From an optimization exercise on the open Yosys and OpenROAD flow, aimed at small area; shortcuts taken in it are not production practice.
Only simulation tests tie the RTL to the original design; equivalence was not proved.
Power is estimated from default activity; no workload was simulated.

**flow/flow/run.sh**
```bash
#!/bin/bash
# Layout flow: the standard flow (standard.sh), with two changes:
# ports are buffered with the smallest buffer, and the clock tree is
# built from larger sink clusters without dummy loads.
export BUFFER_PORTS_ARGS="-buffer_cell sky130_fd_sc_hd__buf_1"
export CTS_ARGS="-sink_clustering_enable -repair_clock_nets -dont_use_dummy_load -sink_clustering_size 30 -sink_clustering_max_diameter 100"
bash standard.sh finish > standard.log 2>&1
```
**flow/standard.sh**
```bash
#!/bin/bash
# synth_recipe.tcl (not shown) runs the flow's synth.tcl, then flattens the netlist and writes it again
# the make line also repeats each setting of config.mk as NAME=value (left out here)
make -C /OpenROAD-flow-scripts/flow DESIGN_CONFIG=/design/flow/config.mk WORK_HOME=/design/flow/orfs CLKGATE_MAP_FILE= SYNTH_SCRIPT=/design/flow/synth_recipe.tcl "${@:-finish}"
```
**flow/config.mk**
```make
export PLATFORM = sky130hd
export DESIGN_NAME = legCpu
export DESIGN_NICKNAME = legCpu
export VERILOG_FILES = /design/flow/design.v
export SDC_FILE = /design/flow/constraint.sdc
export NUM_CORES = 4
export LEC_CHECK = 0
export CAP_MARGIN = 20
export CORE_MARGIN = 2
export CORE_UTILIZATION = 70
export PLACE_DENSITY = 0.78
export SLEW_MARGIN = 20
export SYNTH_HIERARCHICAL = 1
```
**flow/constraint.sdc**
```tcl
create_clock -name core_clock -period 9.0 [get_ports {clk}]
set_input_delay 1.8000 -clock core_clock [delete_from_list [all_inputs] [get_ports {clk}]]
set_output_delay 1.8000 -clock core_clock [all_outputs]
set_load 0.01 [all_outputs]
```
**flow/design.v**
```verilog
`default_nettype none
package legPkg;
	localparam int instrWidth = 32;
	localparam int regAddrWidth = 5;
	localparam int shamtWidth = 6;
	localparam logic [regAddrWidth-1:0] zeroReg = 5'd31;
	localparam logic [2:0] aluAdd = 3'd0;
	localparam logic [2:0] aluSub = 3'd1;
	localparam logic [2:0] aluAnd = 3'd2;
	localparam logic [2:0] aluOrr = 3'd3;
	localparam logic [2:0] aluEor = 3'd4;
	localparam logic [2:0] aluEnor = 3'd5;
	localparam logic [2:0] aluLsl = 3'd6;
	localparam logic [2:0] aluLsr = 3'd7;
	localparam logic [1:0] immNone = 2'd0;
	localparam logic [1:0] immI12 = 2'd1;
	localparam logic [1:0] immD9 = 2'd2;
	localparam logic [1:0] immMov = 2'd3;
	typedef struct packed {
		logic [2:0] op;
		logic [1:0] immKind;
		logic [22:0] bits;
	} decWord;
	typedef struct packed {
		logic [2:0] op;
		logic useImm;
		logic [1:0] chunk;
		logic [15:0] imm;
		logic [4:0] dest;
	} exWord;
endpackage
`default_nettype wire
`timescale 1ns/1ns
`default_nettype none
module fuHa (
	input  logic a, b,
	output logic s, c
);
	assign s = a ^ b;
	assign c = a & b;
endmodule
module fuAll8 (
	input  logic [7:0] a,
	output logic y
);
	assign y = &a;
endmodule
module fuAnd2 (
	input  logic a, b,
	output logic y
);
	assign y = a & b;
endmodule
module fetchUnit (
	input  logic [61:0] pc,
	output logic [61:0] pcNext
);
	localparam int groups = 8;
	logic [groups-1:0] allOnes;
	logic [groups:0] groupCarry;
	logic [63:0] pcExt;
	logic [63:0] nextExt;
	assign pcExt = {2'b00, pc};
	assign groupCarry[0] = 1'b1;
	for (genvar k = 0; k < groups; k++) begin : grp
		logic [8:0] c;
		if (k < groups - 1) begin : full
			fuAll8 all (.a(pcExt[8*k +: 8]), .y(allOnes[k]));
		end else begin : top
			assign allOnes[k] = 1'b0;
		end
		if (k == 0) begin : first
			assign groupCarry[1] = allOnes[0];
		end else begin : chain
			fuAnd2 ch (.a(groupCarry[k]), .b(allOnes[k]), .y(groupCarry[k + 1]));
		end
		assign c[0] = groupCarry[k];
		for (genvar i = 0; i < 8; i++) begin : b
			if (8*k + i < 62) begin : ha
				fuHa h (.a(pcExt[8*k + i]), .b(c[i]), .s(nextExt[8*k + i]), .c(c[i + 1]));
			end else begin : pad
				assign nextExt[8*k + i] = 1'b0;
				assign c[i + 1] = 1'b0;
			end
		end
	end
	assign pcNext = nextExt[61:0];
endmodule
`default_nettype wire
`timescale 1ns/1ns
`default_nettype none
import legPkg::*;
module instrDecoder (
	input  logic [31:0] instr,
	output legPkg::decWord dec,
	output logic regWrite,
	output logic isLoad,
	output logic isStore
);
	logic [10:0] op11;
	logic [9:0] op10;
	logic rValid;
	logic iValid;
	logic isMovz;
	assign op11 = instr[31:21];
	assign op10 = instr[31:22];
	always_comb begin
		rValid = 1'b1;
		dec.op = aluAdd;
		case (op11)
			11'b00101000000: dec.op = aluAdd;
			11'b00101001001: dec.op = aluSub;
			11'b00101000010: dec.op = aluAnd;
			11'b00101001000: dec.op = aluOrr;
			11'b00101000100: dec.op = aluEor;
			11'b00101000101: dec.op = aluEnor;
			11'b00101000110: dec.op = aluLsl;
			11'b00101000111: dec.op = aluLsr;
			default: rValid = 1'b0;
		endcase
		iValid = 1'b1;
		case (op10)
			10'b1000100000: dec.op = aluAdd;
			10'b1000100111: dec.op = aluSub;
			10'b1000100010: dec.op = aluAnd;
			10'b1000100110: dec.op = aluOrr;
			10'b1000100100: dec.op = aluEor;
			10'b1000100101: dec.op = aluEnor;
			default: iValid = 1'b0;
		endcase
	end
	assign isLoad = op11 == 11'b11010000000;
	assign isStore = op11 == 11'b11010000001;
	assign isMovz = instr[31:23] == 9'b110010101;
	always_comb begin
		if (iValid) dec.immKind = immI12;
		else if (isLoad || isStore) dec.immKind = immD9;
		else if (isMovz) dec.immKind = immMov;
		else dec.immKind = immNone;
	end
	assign dec.bits = instr[22:0];
	assign regWrite = (rValid | iValid | isLoad | isMovz) & (instr[4:0] != zeroReg);
endmodule
module immFormat (
	input  legPkg::decWord dec,
	output legPkg::exWord ex
);
	assign ex.op = dec.op;
	assign ex.useImm = dec.immKind != immNone;
	assign ex.chunk = (dec.immKind == immMov) ? dec.bits[22:21] : 2'd0;
	assign ex.dest = dec.bits[4:0];
	always_comb begin
		case (dec.immKind)
			immMov: ex.imm = dec.bits[20:5];
			immD9: ex.imm = 16'(dec.bits[20:12]);
			default: ex.imm = 16'(dec.bits[21:10]);
		endcase
	end
endmodule
`default_nettype wire
`timescale 1ns/1ns
`default_nettype none
module rfHold (
	input  logic we, w, nwe, q,
	output logic d
);
	assign d = (we & w) | (nwe & q);
endmodule
module rfAoi222 (
	input  logic s0, d0, s1, d1, s2, d2,
	output logic y
);
	assign y = ~((s0 & d0) | (s1 & d1) | (s2 & d2));
endmodule
module rfNand2 (
	input  logic a, b,
	output logic y
);
	assign y = ~(a & b);
endmodule
module rfNand3 (
	input  logic a, b, c,
	output logic y
);
	assign y = ~(a & b & c);
endmodule
module rfNand4 (
	input  logic a, b, c, d,
	output logic y
);
	assign y = ~(a & b & c & d);
endmodule
module rfOr3 (
	input  logic a, b, c,
	output logic y
);
	assign y = a | b | c;
endmodule
module rfReadBit (
	input  logic [30:0] sel,
	input  logic [30:0] r,
	output logic y
);
	logic [10:0] t;
	logic [2:0] u;
	for (genvar k = 0; k < 10; k++) begin : grp
		rfAoi222 aoi (
			.s0(sel[3*k]), .d0(r[3*k]),
			.s1(sel[3*k+1]), .d1(r[3*k+1]),
			.s2(sel[3*k+2]), .d2(r[3*k+2]),
			.y(t[k])
		);
	end
	rfNand2 last (.a(sel[30]), .b(r[30]), .y(t[10]));
	rfNand4 n0 (.a(t[0]), .b(t[1]), .c(t[2]), .d(t[3]), .y(u[0]));
	rfNand4 n1 (.a(t[4]), .b(t[5]), .c(t[6]), .d(t[7]), .y(u[1]));
	rfNand3 n2 (.a(t[8]), .b(t[9]), .c(t[10]), .y(u[2]));
	rfOr3 o (.a(u[0]), .b(u[1]), .c(u[2]), .y(y));
endmodule
module registerFile #(
	parameter int dataWidth = 64
) (
	input  logic [30:0] sel,
	input  logic [dataWidth*31-1:0] regs,
	output logic [dataWidth-1:0] readData
);
	for (genvar j = 0; j < dataWidth; j++) begin : bitSlice
		logic [30:0] r;
		for (genvar i = 0; i < 31; i++) begin : reg_
			assign r[i] = regs[dataWidth*i + j];
		end
		rfReadBit rb (.sel(sel), .r(r), .y(readData[j]));
	end
endmodule
`default_nettype wire
`timescale 1ns/1ns
`default_nettype none
import legPkg::*;
module euA22o (
	input  logic a1, a2, b1, b2,
	output logic y
);
	assign y = (a1 & a2) | (b1 & b2);
endmodule
module euXor (
	input  logic a, b,
	output logic y
);
	assign y = a ^ b;
endmodule
module euPg (
	input  logic a, b,
	output logic p, g
);
	assign p = a ^ b;
	assign g = a & b;
endmodule
module euNodeGp (
	input  logic gh, ph, gl, pl,
	output logic g, p
);
	assign g = gh | (ph & gl);
	assign p = ph & pl;
endmodule
module euNodeG (
	input  logic gh, ph, gl,
	output logic g
);
	assign g = gh | (ph & gl);
endmodule
module euMux (
	input  logic s, ns, a, b,
	output logic y
);
	assign y = (s | a) & (ns | b);
endmodule
module euMuxI (
	input  logic s, ns, a, b,
	output logic y
);
	assign y = ~((s | a) & (ns | b));
endmodule
module euFillT (
	input  logic s, a,
	output logic y
);
	assign y = ~(~s & a);
endmodule
module euFillI (
	input  logic s, a,
	output logic y
);
	assign y = ~(s | a);
endmodule
module euAo221 (
	input  logic a1, a2, b1, b2, c1,
	output logic y
);
	assign y = (a1 & a2) | (b1 & b2) | c1;
endmodule
module euAnd2 (
	input  logic a, b,
	output logic y
);
	assign y = a & b;
endmodule
module euOut (
	input  logic p, g, c, shR, shL,
	input  logic pEn, gEn, arith, enor, lsr, lsl,
	output logic r
);
	logic v;
	logic m;
	logic q;
	euAo221 sh (.a1(lsr), .a2(shR), .b1(lsl), .b2(shL), .c1(enor), .y(v));
	euAo221 gc (.a1(g), .a2(gEn), .b1(c), .b2(arith), .c1(v), .y(m));
	euAnd2 pq (.a(p), .b(pEn), .y(q));
	euXor x (.a(q), .b(m), .y(r));
endmodule
module executeUnit #(
	parameter int dataWidth = 64
) (
	input  logic [dataWidth-1:0] operandA,
	input  logic [dataWidth-1:0] operandB,
	input  legPkg::exWord ex,
	output logic [dataWidth-1:0] result
);
	localparam int levels = 6;
	logic sub;
	logic arith;
	logic pEn;
	logic gEn;
	logic enor;
	logic lsr;
	logic lsl;
	logic useB;
	logic [3:0] immSel;
	logic [5:0] shamt;
	logic [dataWidth-1:0] bx;
	logic [dataWidth-1:0] p;
	logic [dataWidth-1:0] g;
	logic [dataWidth:0] carry;
	assign sub = ex.op == aluSub;
	assign arith = ex.op == aluAdd || ex.op == aluSub;
	assign pEn = ex.op != aluAnd && ex.op != aluLsl && ex.op != aluLsr;
	assign gEn = ex.op == aluAnd || ex.op == aluOrr;
	assign enor = ex.op == aluEnor;
	assign lsr = ex.op == aluLsr;
	assign lsl = ex.op == aluLsl;
	assign useB = ~ex.useImm;
	assign shamt = ex.imm[5:0];
	for (genvar k = 0; k < 4; k++) begin : immChunk
		assign immSel[k] = ex.useImm && ex.chunk == k;
	end
	for (genvar i = 0; i < dataWidth; i++) begin : operand
		logic bs;
		euA22o sel (
			.a1(operandB[i]), .a2(useB), .b1(immSel[i / 16]), .b2(ex.imm[i % 16]),
			.y(bs)
		);
		euXor inv (.a(bs), .b(sub), .y(bx[i]));
		euPg pg (.a(operandA[i]), .b(bx[i]), .p(p[i]), .g(g[i]));
	end
	logic [dataWidth-1:0] gs [0:2*levels];
	logic [dataWidth-1:0] ps [0:2*levels];
	euNodeG cin (.gh(g[0]), .ph(p[0]), .gl(sub), .g(gs[0][0]));
	assign ps[0][0] = 1'b0;
	assign gs[0][dataWidth-1:1] = g[dataWidth-1:1];
	assign ps[0][dataWidth-1:1] = p[dataWidth-1:1];
	for (genvar l = 0; l < levels; l++) begin : up
		for (genvar i = 0; i < dataWidth; i++) begin : node
			if ((i + 1) % (2 << l) == 0) begin : comb
				if (i + 1 == (2 << l)) begin : toZero
					euNodeG n (
						.gh(gs[l][i]), .ph(ps[l][i]), .gl(gs[l][i - (1 << l)]),
						.g(gs[l + 1][i])
					);
					assign ps[l + 1][i] = 1'b0;
				end else begin : mid
					euNodeGp n (
						.gh(gs[l][i]), .ph(ps[l][i]),
						.gl(gs[l][i - (1 << l)]), .pl(ps[l][i - (1 << l)]),
						.g(gs[l + 1][i]), .p(ps[l + 1][i])
					);
				end
			end else begin : pass
				assign gs[l + 1][i] = gs[l][i];
				assign ps[l + 1][i] = ps[l][i];
			end
		end
	end
	for (genvar d = 0; d < levels - 1; d++) begin : down
		localparam int l = levels - 2 - d;
		for (genvar i = 0; i < dataWidth; i++) begin : node
			if ((i + 1) % (2 << l) == (1 << l) && i >= (2 << l)) begin : comb
				euNodeG n (
					.gh(gs[levels + d][i]), .ph(ps[levels + d][i]),
					.gl(gs[levels + d][i - (1 << l)]),
					.g(gs[levels + d + 1][i])
				);
				assign ps[levels + d + 1][i] = 1'b0;
			end else begin : pass
				assign gs[levels + d + 1][i] = gs[levels + d][i];
				assign ps[levels + d + 1][i] = ps[levels + d][i];
			end
		end
	end
	assign carry[0] = sub;
	assign carry[dataWidth:1] = gs[2 * levels - 1];
	localparam logic [17:0] stageBits = {3'd3, 3'd2, 3'd4, 3'd1, 3'd5, 3'd0};
	logic [dataWidth-1:0] sh [0:6];
	for (genvar i = 0; i < dataWidth; i++) begin : reverse
		euMux m (.s(lsl), .ns(~lsl), .a(operandA[i]), .b(operandA[dataWidth - 1 - i]), .y(sh[0][i]));
	end
	for (genvar k = 0; k < 6; k++) begin : stage
		localparam int bitK = stageBits[3*k +: 3];
		localparam int shiftK = 1 << bitK;
		for (genvar i = 0; i < dataWidth; i++) begin : b
			if (i + shiftK < dataWidth) begin : mux
				euMuxI m (
					.s(shamt[bitK]), .ns(~shamt[bitK]), .a(sh[k][i]), .b(sh[k][i + shiftK]),
					.y(sh[k + 1][i])
				);
			end else if (k % 2 == 1) begin : fillInv
				euFillI f (.s(shamt[bitK]), .a(sh[k][i]), .y(sh[k + 1][i]));
			end else begin : fillTrue
				euFillT f (.s(shamt[bitK]), .a(sh[k][i]), .y(sh[k + 1][i]));
			end
		end
	end
	for (genvar i = 0; i < dataWidth; i++) begin : out
		euOut o (
			.p(p[i]), .g(g[i]), .c(carry[i]),
			.shR(sh[6][i]), .shL(sh[6][dataWidth - 1 - i]),
			.pEn(pEn), .gEn(gEn), .arith(arith), .enor(enor), .lsr(lsr), .lsl(lsl),
			.r(result[i])
		);
	end
endmodule
`default_nettype wire
`timescale 1ns/1ns
`default_nettype none
import legPkg::*;
module legCpu #(
	parameter int dataWidth = 64
) (
	input  logic clk,
	input  logic reset,
	input  logic [legPkg::instrWidth-1:0] instr,
	output logic [63:0] iaddr,
	output logic [63:0] daddr,
	output logic [63:0] writeData,
	output logic memWrite,
	input  logic [63:0] readData
);
	logic [61:0] pc;
	logic [61:0] pcNext;
	legPkg::decWord fetchDec;
	logic fetchWe;
	logic fetchLd;
	logic fetchSt;
	legPkg::decWord idDec;
	logic idWe;
	logic idLd;
	logic idSt;
	logic [dataWidth-1:0] regs [0:zeroReg-1];
	logic [dataWidth*zeroReg-1:0] regsFlat;
	logic [zeroReg-1:0] valid;
	logic [zeroReg-1:0] wsel;
	logic [zeroReg-1:0] rsel;
	logic [regAddrWidth-1:0] readReg;
	logic readEnable;
	logic [dataWidth-1:0] readPort;
	logic [dataWidth-1:0] wbValue;
	logic phaseRise;
	logic phaseFall;
	logic firstHalf;
	logic [dataWidth-1:0] idA;
	legPkg::exWord idEx;
	legPkg::exWord exDec;
	logic exWe;
	logic exLd;
	logic exSt;
	logic [dataWidth-1:0] exA;
	logic [dataWidth-1:0] exB;
	logic [dataWidth-1:0] exResult;
	logic [dataWidth-1:0] memResult;
	logic [dataWidth-1:0] memStore;
	logic [4:0] memDest;
	logic memWe;
	logic memLd;
	fetchUnit fetch (
		.pc(pc),
		.pcNext(pcNext)
	);
	always_ff @(posedge clk or posedge reset) begin
		if (reset) begin
			pc <= '0;
		end else begin
			pc <= pcNext;
		end
	end
	assign iaddr = {pc, 2'b00};
	instrDecoder decoder (
		.instr(instr),
		.dec(fetchDec),
		.regWrite(fetchWe),
		.isLoad(fetchLd),
		.isStore(fetchSt)
	);
	always_ff @(posedge clk or posedge reset) begin
		if (reset) begin
			phaseRise <= 1'b0;
		end else begin
			phaseRise <= ~phaseRise;
		end
	end
	always_ff @(negedge clk or posedge reset) begin
		if (reset) begin
			phaseFall <= 1'b0;
		end else begin
			phaseFall <= phaseRise;
		end
	end
	assign firstHalf = phaseRise ^ phaseFall;
	for (genvar j = 0; j < dataWidth; j++) begin : wb
		rfHold sel (.we(memLd), .w(readData[j]), .nwe(~memLd), .q(memResult[j]), .d(wbValue[j]));
	end
	always_comb begin
		for (int i = 0; i < zeroReg; i++) begin
			wsel[i] = memWe && memDest == i[4:0];
		end
	end
	always_ff @(posedge clk or posedge reset) begin
		if (reset) begin
			valid <= '0;
		end else begin
			valid <= valid | wsel;
		end
	end
	for (genvar i = 0; i < zeroReg; i++) begin : row
		logic [dataWidth-1:0] d;
		for (genvar j = 0; j < dataWidth; j++) begin : col
			rfHold hold (.we(wsel[i]), .w(wbValue[j]), .nwe(~wsel[i]), .q(regs[i][j]), .d(d[j]));
		end
		always_ff @(posedge clk) begin
			regs[i] <= d;
		end
	end
	assign readReg = firstHalf ? idDec.bits[9:5] : ((idDec.immKind == immD9) ? idDec.bits[4:0] : idDec.bits[20:16]);
	assign readEnable = ~firstHalf | (idDec.immKind != immMov);
	always_comb begin
		for (int i = 0; i < zeroReg; i++) begin
			rsel[i] = valid[i] && readEnable && readReg == i[4:0];
			regsFlat[dataWidth*i +: dataWidth] = regs[i];
		end
	end
	registerFile #(.dataWidth(dataWidth)) regRead (
		.sel(rsel),
		.regs(regsFlat),
		.readData(readPort)
	);
	always_ff @(negedge clk or posedge reset) begin
		if (reset) begin
			idA <= '0;
		end else begin
			idA <= readPort;
		end
	end
	immFormat format (
		.dec(idDec),
		.ex(idEx)
	);
	executeUnit #(.dataWidth(dataWidth)) execute (
		.operandA(exA),
		.operandB(exB),
		.ex(exDec),
		.result(exResult)
	);
	always_ff @(posedge clk or posedge reset) begin
		if (reset) begin
			idWe <= 1'b0;
			idLd <= 1'b0;
			idSt <= 1'b0;
			exWe <= 1'b0;
			exLd <= 1'b0;
			exSt <= 1'b0;
			memWe <= 1'b0;
			memLd <= 1'b0;
			memWrite <= 1'b0;
		end else begin
			idWe <= fetchWe;
			idLd <= fetchLd;
			idSt <= fetchSt;
			exWe <= idWe;
			exLd <= idLd;
			exSt <= idSt;
			memWe <= exWe;
			memLd <= exLd;
			memWrite <= exSt;
		end
	end
	always_ff @(posedge clk) begin
		idDec <= fetchDec;
		exDec <= idEx;
		exA <= idA;
		exB <= readPort;
		memResult <= exResult;
		memStore <= exB;
		memDest <= exDec.dest;
	end
	assign daddr = memResult;
	assign writeData = memStore;
endmodule
`default_nettype wire
```
==> metrics.log, run 1 <==
INFO  metric grt_first_pass_wirelength = 541,000 um
INFO  metric drt.antenna.violating_nets = 0
INFO  metric synth-edff-count = 0
INFO  metric nNetsFinal = 7,707
INFO  metric post-route-drc-count = 0
INFO  metric post_cts_resize_count = 0
INFO  metric post_synth_num_cell_types = 61
INFO  metric clock_path_buffers = 3
INFO  metric post_route_cells_drive_above_1_share = 0.0584
INFO  metric postRouteWirelength = 392,000 um
INFO  metric gp_congestion = 1.11
INFO  metric setup_repair_after_global_routing_missed_its_margin = false
INFO  metric number_of_global_route_vias_before_repair = 77,100
INFO  metric cts_tree = built
INFO  metric area_delta_synth_final = 8.36%
INFO  metric rows = 129
INFO  metric setup_total_negative_slack = 0 ns
INFO  metric cp_cell_sequence = xor2_2 > buf_4 > o21ai_0 > o31ai_1 > buf_4 > nor4b_4 > buf_4 > buf_4 > a222oi_1 > nand4_1 > or3_1
INFO  metric gr-usage-all-layers = 0.582
INFO  metric avgViaCountPerCell = 9.03
INFO  metric timing.critical_path.buf_inv = 4
INFO  metric fillerInstances = 7,691
INFO  metric clockRootBuffer = clkbuf_16
INFO  metric synth-warning-count = 18
INFO  metric cp_slowest_cell = a222oi_1
INFO  metric max-vdd-ir-drop = 204 uV
INFO  metric core_region_area = 124,000 um2
INFO  metric dpl.hpwl = 231,000 um
INFO  metric final.setup_skew = 0.110 ns
INFO  metric die_h = 358 um
INFO  metric cts-hold-fix-buffers = 0
INFO  metric post-route-util = 0.766
INFO  metric cts.repair_timing.setup_buffer_count = 0
INFO  metric postSynthCellCount = 6,985
INFO  metric path_clk_slew = 0.12 ns
INFO  metric crit_path_max_fanout = 36
INFO  metric synthesis.area_per_instance = 12.5 um2
INFO  metric clock_sinks = 2,468
INFO  metric ioPinCount = 291
INFO  metric status = no timing/DRC/antenna violations
INFO  metric cp_data_required_time = 5.06 ns
INFO  metric crit_top_cell = buf_4
INFO  metric pin_count_of_the_biggest_net_entering_global_routing = 70
INFO  metric final_cell_count_no_fill = 9,133
INFO  metric crit_path_end_kind = flop
INFO  metric netlist_area = 87,600 um2
INFO  metric worst-slew-pin-transition = 1.36 ns
INFO  metric worst-setup-path-type = reg -> reg
INFO  metric ffs_w_async_s_r_synth = 0.0681
INFO  metric crit_path_max_incr_delay = 0.79 ns
INFO  metric timing.final.setup_violations = 0
INFO  metric maxCapViolations = 0
INFO  metric die_w = 358 um
INFO  metric final_hold_viol_count = 0
INFO  metric route.detailed.wl_per_inst = 43.0 um
INFO  metric cts-buffers-inserted = 92
INFO  metric antenna_violations_before_repair = 31
INFO  metric detail_route.iter0.violations = 21,700
INFO  metric globalRouteOverflowTotal = 0
INFO  metric cts-htree-levels = 3
INFO  metric port_buffers = 288
INFO  metric postSynthRegisterBits = 2,468
INFO  metric cp-start-kind = flop
INFO  metric yosysSeqAreaShare = 0.573
INFO  metric timing_max_transition_violations_final = 0
INFO  metric floorplan.initialDensity = 0.707
INFO  metric routed-via-count = 82,400
INFO  metric fp.dieArea = 128,000 um2
INFO  metric dp.cells = 9,023
INFO  metric insertion_delay = 0.81 ns
INFO  metric min-delay-path-class = reg -> reg
INFO  metric synth-main-ff-cell = dfxtp_1
INFO  metric max_slew_margin = 0.0926
INFO  metric worst_path_top_cell_family_by_delay = buffers and inverters
INFO  metric power-per-cell-area = 174 nW/um2
INFO  metric total_leakage_power = 0.0386 uW
INFO  metric first_pass_iters = 15
INFO  metric arrival = 4.67 ns
path summary, 6_finish.rpt:
kind | slack, ns | from | depth (start not counted) | to
worst max-delay path | 0.39 | phaseRise | 11 | idA[21]
worst min-delay path | 0.34 | exDec[2] | 0 | memDest[2]
worst max register to register | 0.39 | phaseRise | 11 | idA[21]
worst min register to register | 0.34 | exDec[2] | 0 | memDest[2]
max in group asynchronous | 2.53 | reset | 3 | idA[46]
min in group asynchronous | 1.15 | reset | 2 | pc[27]
modules after synthesis, one instance, submodules excluded, excerpt:
module,flops+latches,cells inside,area [um2]
euPg,0,1,12.5
rfNand4,0,1,6.26
immFormat,0,56,352
euNodeGp,0,2,13.8
rfHold,0,1,8.76
legCpu,2468,2686,51500
euNodeG,0,1,7.51
euAo221,0,1,10.0
euA22o,0,1,8.76
euAnd2,0,1,6.26
euFillI,0,1,3.75
layout by cell type (no fill, tap or decap), types with 11 or more instances in the layout:
cell type	n
dfxtp_1	2294
a22o_1	2065
a222oi_1	640
o22ai_1	322
buf_1	288
buf_4	146
nand4_1	143
xor2_1	128
a221o_1	128
ha_1	126
and2_1	122
a21o_1	115
dfrtp_1	102
clkbuf_16	92
nor2_1	85
nand3_1	74
nand2_1	72
dfrtn_1	65
o22a_1	64
or3_1	64
a22o_2	48
nand2b_1	40
nand2_4	31
inv_4	21
nor4b_4	17
inv_1	16
diode_2	15
and3_4	15
mux2i_1	13
a21oi_1	11
buf_12	11
where the power goes:
group          switching [uW]  total (uW)  internal (uW)
Clock                    3270        5120           1850
Sequential               44.0       11000          11000
Combinational             293         410            117
state kept, by name, summed over array words and instances (netlist names), 5 cells and up:
register / cells
regs: 1984
exA: 64
exB: 64
idA: 64
memResult: 64
memStore: 64
pc: 62
valid: 31
idDec: 28
exDec: 27
memDest: 5
cells by family after synthesis:
| kind of cell | share of synthesized area |
|---|---|
| compound gates | 0.342 |
| flops | 0.573 |
| simple gates | 0.0459 |
| xor+xnor | 0.0130 |
| fa+ha+maj | 0.0180 |
| buf+inv | 0.00613 |
| mux | 0.00187 |
| other cells | 0.0000857 |
stage by stage:
stage	power (uW)	hold slack, ns	setup WS (ns)	cell area, um2
CTS	16400	0.343	0.489	94800
global route	16800	0.348	0.319	94900
detailed placement	11600	0.312	0.584	92500
floorplan	11500	0.310	0.0237	87800
global placement	11600	0.314	0.629	92500
finish	16500	0.343	0.386	95000
cell type report:
cell class / instances / area [um2] / share of cell area
Antenna cell: 15 / 37.5 / 0.000395
Tap cell: 1637 / 2050 / 0.0216
Sequential cell: 2468 / 50300 / 0.529
Multi-Input combinational cell: 4420 / 37600 / 0.395
Clock buffer: 92 / 2300 / 0.0242
Timing Repair Buffer: 449 / 2480 / 0.0261
Inverter: 52 / 269 / 0.00283
cells in the mapped netlist (65+ instances only):
cell type / number / area [um2]
dfxtp_1: 2300 / 46000
a22o_1: 2113 / 18500
a222oi_1: 640 / 6410
o22ai_1: 322 / 2010
nand4_1: 143 / 895
a221o_1: 128 / 1280
xor2_1: 128 / 1120
ha_1: 126 / 1580
and2_1: 122 / 763
a21o_1: 115 / 863
dfrtp_1: 103 / 2580
nand2_1: 103 / 387
nor2_1: 89 / 334
nand3_1: 75 / 375
dfrtn_1: 65 / 1630
per-layer routing:
metal / part of all wire / routed length, um / track usage / up-vias
li1: - / - / - / 30900
met1: 0.33 / 129000 / 0.703 / 38800
met2: 0.38 / 148000 / 0.763 / 9799
met3: 0.19 / 74400 / 0.314 / 2881
met4: 0.10 / 40400 / 0.456 / 44
met5: 0.0019 / 728 / 0.0289 / -
==> run 2: changes to the inputs <==
==> flow/flow/run.sh (replaced) <==
#!/bin/bash
# Layout flow: the standard flow (standard.sh), with two changes:
# ports are buffered with the smallest buffer, and the clock tree is
# built from clkbuf_8 sink clusters without dummy loads.
export BUFFER_PORTS_ARGS="-buffer_cell sky130_fd_sc_hd__buf_1"
export CTS_ARGS="-sink_clustering_enable -repair_clock_nets -dont_use_dummy_load -sink_clustering_size 18 -sink_clustering_max_diameter 70 -buf_list sky130_fd_sc_hd__clkbuf_8"
bash standard.sh finish > standard.log 2>&1
==> run 2 against run 1 <==
Against the previous run: still clean; sequential cell count unchanged; worst setup slack got worse by 0.10 ns; final cell count rose by 0.97%.
==> metrics.log, run 2 <==
INFO  metric status = no timing/DRC/antenna violations
INFO  metric cts-htree-levels = 4 (+1)
INFO  metric most_common_cell_after_layout_fill_and_taps_aside = dfxtp_1
INFO  metric number_of_flip_flops_in_the_largest_register = 1,984 (unchanged)
INFO  metric post_synth_most_frequent_cells = dfxtp_1, a22o_1, a222oi_1, o22ai_1, nand4_1
INFO  metric place_worst_setup_slack = 0.584 ns (unchanged)
INFO  metric timing.critical_path.buf_inv = 2 (-2)
INFO  metric grt_first_pass_wirelength = 541,000 um (about the same)
INFO  metric gp_congestion = 1.11 (unchanged)
INFO  metric cp_cell_sequence = and2b_1 > nand2_1 > o21ai_4 > nor4b_4 > buf_4 > buf_4 > a222oi_1 > nand4_1 > or3_1
INFO  metric setup_repair_after_global_routing_missed_its_margin = false
INFO  metric rows = 129 (unchanged)
INFO  metric final_hold_viol_count = 0 (unchanged)
INFO  metric arrival = 4.87 ns (+0.20 ns)
INFO  metric timing.final.setup_violations = 0 (unchanged)
INFO  metric yosysSeqAreaShare = 0.573 (unchanged)
INFO  metric worst_path_top_cell_family_by_delay = compound AO/OA/AOI/OAI gates
INFO  metric drt.antenna.violating_nets = 0 (unchanged)
INFO  metric power.internal = 12,700 uW (-2.1%)
INFO  metric nNetsFinal = 7,773 (+0.86%)
INFO  metric min-delay-path-class = reg -> reg
INFO  metric die_h = 358 um (unchanged)
INFO  metric die_w = 358 um (unchanged)
INFO  metric synth-warning-count = 18 (unchanged)
INFO  metric clock_sinks = 2,468 (unchanged)
INFO  metric clock_power_share = 0.302 (-0.007)
INFO  metric route.detailed.wl_per_inst = 42.4 um (-1.2%)
INFO  metric post_cts_resize_count = 0 (unchanged)
INFO  metric synth_largest_area_cell = dfxtp_1
INFO  metric detail_route.iter0.violations = 21,500 (-0.94%)
INFO  metric design_power_total = 16,400 uW (-1.1%)
INFO  metric synthesis.area_per_instance = 12.5 um2 (unchanged)
INFO  metric total_leakage_power = 0.0386 uW (about the same)
INFO  metric insertion_delay = 1.03 ns (+0.22 ns)
INFO  metric cts_tree = built
INFO  metric synth-edff-count = 0 (unchanged)
INFO  metric timing_max_transition_violations_final = 0 (unchanged)
INFO  metric crit_path_max_incr_delay = 0.84 ns (+0.05 ns)
INFO  metric post_synth_num_cell_types = 61 (unchanged)
INFO  metric synth_top_cells_by_area = dfxtp_1, a22o_1, a222oi_1, dfrtp_1, o22ai_1
INFO  metric setup_total_negative_slack = 0 ns (unchanged)
INFO  metric power.sequential.fraction = 0.673 (+0.007)
INFO  metric max-vdd-ir-drop = 203 uV (-0.89%)
INFO  metric cts-hold-fix-buffers = 0 (unchanged)
INFO  metric maxCapViolations = 0 (unchanged)
INFO  metric power_switching = 3690 uW (+2.5%)
INFO  metric globalRouteOverflowTotal = 0 (unchanged)
INFO  metric port_buffers = 288 (unchanged)
INFO  metric crit_path_end_kind = flop
INFO  metric worst_path_setup_slack_after_routing = 0.284 ns (-0.102 ns)
INFO  metric layout_common_cells = dfxtp_1, a22o_1, a222oi_1
INFO  metric netlist_area = 87,600 um2 (unchanged)
INFO  metric post-synth-top-count-cell = dfxtp_1
INFO  metric pin_count_of_the_biggest_net_entering_global_routing = 70 (unchanged)
INFO  metric postSynthCellCount = 6,985 (unchanged)
INFO  metric number_of_global_route_vias_before_repair = 77,300 (+0.30%)
INFO  metric avgViaCountPerCell = 8.98 (-0.55%)
INFO  metric area_delta_synth_final = 8.26% (about the same)
INFO  metric synth-main-ff-cell = dfxtp_1
INFO  metric ffs_w_async_s_r_synth = 0.0681 (unchanged)
INFO  metric power_frac_comb = 0.025 (about the same)
INFO  metric max_slew_margin = 0.0961 (+0.00349)
INFO  metric switching_share_of_total_power = 0.226 (+0.00785)
INFO  metric worst-slew-pin-transition = 1.36 ns (-0.00523 ns)
INFO  metric ioPinCount = 291 (unchanged)
INFO  metric postSynthRegisterBits = 2,468 (unchanged)
INFO  metric post_route_cells_drive_above_1_share = 0.0665 (+0.00810)
INFO  metric power-per-cell-area = 172 nW/um2 (-1.0%)
INFO  metric crit_top_cell = buf_4
INFO  metric core_region_area = 124,000 um2 (unchanged)
INFO  metric cp-start-kind = flop
INFO  metric final.setup_skew = 0.240 ns (+0.130 ns)
INFO  metric final_standard_cell_area_without_fillers = 94,900 um2 (about the same)
INFO  metric dpl.hpwl = 231,000 um (unchanged)
INFO  metric cp_data_required_time = 5.15 ns (+0.09 ns)
INFO  metric routed-via-count = 82,800 (+0.41%)
INFO  metric path_clk_slew = 0.12 ns (about the same)
INFO  metric clock_path_buffers = 3 (unchanged)
INFO  metric finalHoldWorstSlack = 0.335 ns (-0.00795 ns)
INFO  metric cts.repair_timing.setup_buffer_count = 0 (unchanged)
INFO  metric first_pass_iters = 22 (+7)
INFO  metric synth_top_cell_area_share = 0.525 (unchanged)
INFO  metric gr-usage-all-layers = 0.583 (+0.000716)
INFO  metric floorplan.initialDensity = 0.707 (unchanged)
INFO  metric crit_path_max_fanout = 36 (unchanged)
INFO  metric fillerInstances = 7,771 (+1.0%)
INFO  metric postRouteWirelength = 391,000 um (-0.26%)
INFO  metric largest_register = regs
INFO  metric clockRootBuffer = clkbuf_8
INFO  metric post-route-drc-count = 0 (unchanged)
INFO  metric fp.dieArea = 128,000 um2 (unchanged)
INFO  metric cp_slowest_cell = o21ai_4
INFO  metric antenna_violations_before_repair = 36 (+16%)
INFO  metric worst-setup-path-type = reg -> reg
INFO  metric dpl-instance-area = 92,500 um2 (unchanged)
INFO  metric cts-buffers-inserted = 158 (+72%)
run 2: changes by cell type in the layout (fill, tap and decap cells not counted), sizes merged:
cell	delta
clkbuf	+66
diode	+23
run 2: layout make-up:
type,count,area [um2],area share
timing repair buffer,449,2470,0.0261
antenna,38,95.1,0.00100
sequential,2468,50300,0.530
multi-input combinational,4420,37600,0.396
inverter,52,267,0.00281
clock buffer,158,2170,0.0229
tap,1637,2050,0.0216
run 2: layer usage:
layer  global-route usage  part of all wire  vias up
li1                     -                 -    31000
met1                0.696              0.33    38900
met2                0.764              0.38    10000
met3                0.329              0.19     2896
met4                0.454              0.10       42
met5               0.0289            0.0017        -
run 2: worst paths after layout:
check                           startpoint         end  slack (ns)  cells past startpoint
worst max-delay path             idDec[23]     idA[21]        0.28                      9
worst min-delay path              exDec[1]  memDest[1]        0.33                      0
worst max register to register   idDec[23]     idA[21]        0.28                      9
worst min register to register    exDec[1]  memDest[1]        0.33                      0
max in group asynchronous            reset     idA[28]        2.63                      3
min in group asynchronous            reset      pc[26]        0.93                      2
run 2: modules after synthesis, one instance, submodules excluded, a selection:
module,cells inside,flip-flops and latches
rfNand4,1,0
euNodeG,1,0
euPg,1,0
euAnd2,1,0
euXor,1,0
fetchUnit,1,0
euMux,1,0
fuAll8,3,0
rfOr3,1,0
run 2: power by group through the flow:
stage               sequential, uW  combinational [uW]  clock, uW
finish                       11000                 410       4940
global route                 11000                 425       5200
CTS                          11000                 393       4800
detailed placement           11200                 390          0
global placement             11200                 385          0
floorplan                    11300                 208          0
run 2: logic make-up after synthesis:
family / share of synthesized area
xor gates and xnor gates: 0.0130
DFF: 0.573
AOI/OAI and AO/OA: 0.342
other: 0.0000857
and+or+nand+nor: 0.0459
muxes: 0.00187
adders and majority gates: 0.0180
buffers and inverters: 0.00613
run 2: worst register-to-register path, cell delays in order (launching register included):
cell,delay [ns]
dfxtp_1,0.39
and2b_1,0.28
nand2_1,0.10
o21ai_4,0.84
nor4b_4,0.12
buf_4,0.35
buf_4,0.43
a222oi_1,0.82
nand4_1,0.14
or3_1,0.43
run 2: through the flow:
stage	instances	util
floorplan	6986	-
global placement	9022	0.746
detailed placement	9023	0.746
CTS	9181	0.764
global route	9191	0.765
finish	9222	0.765
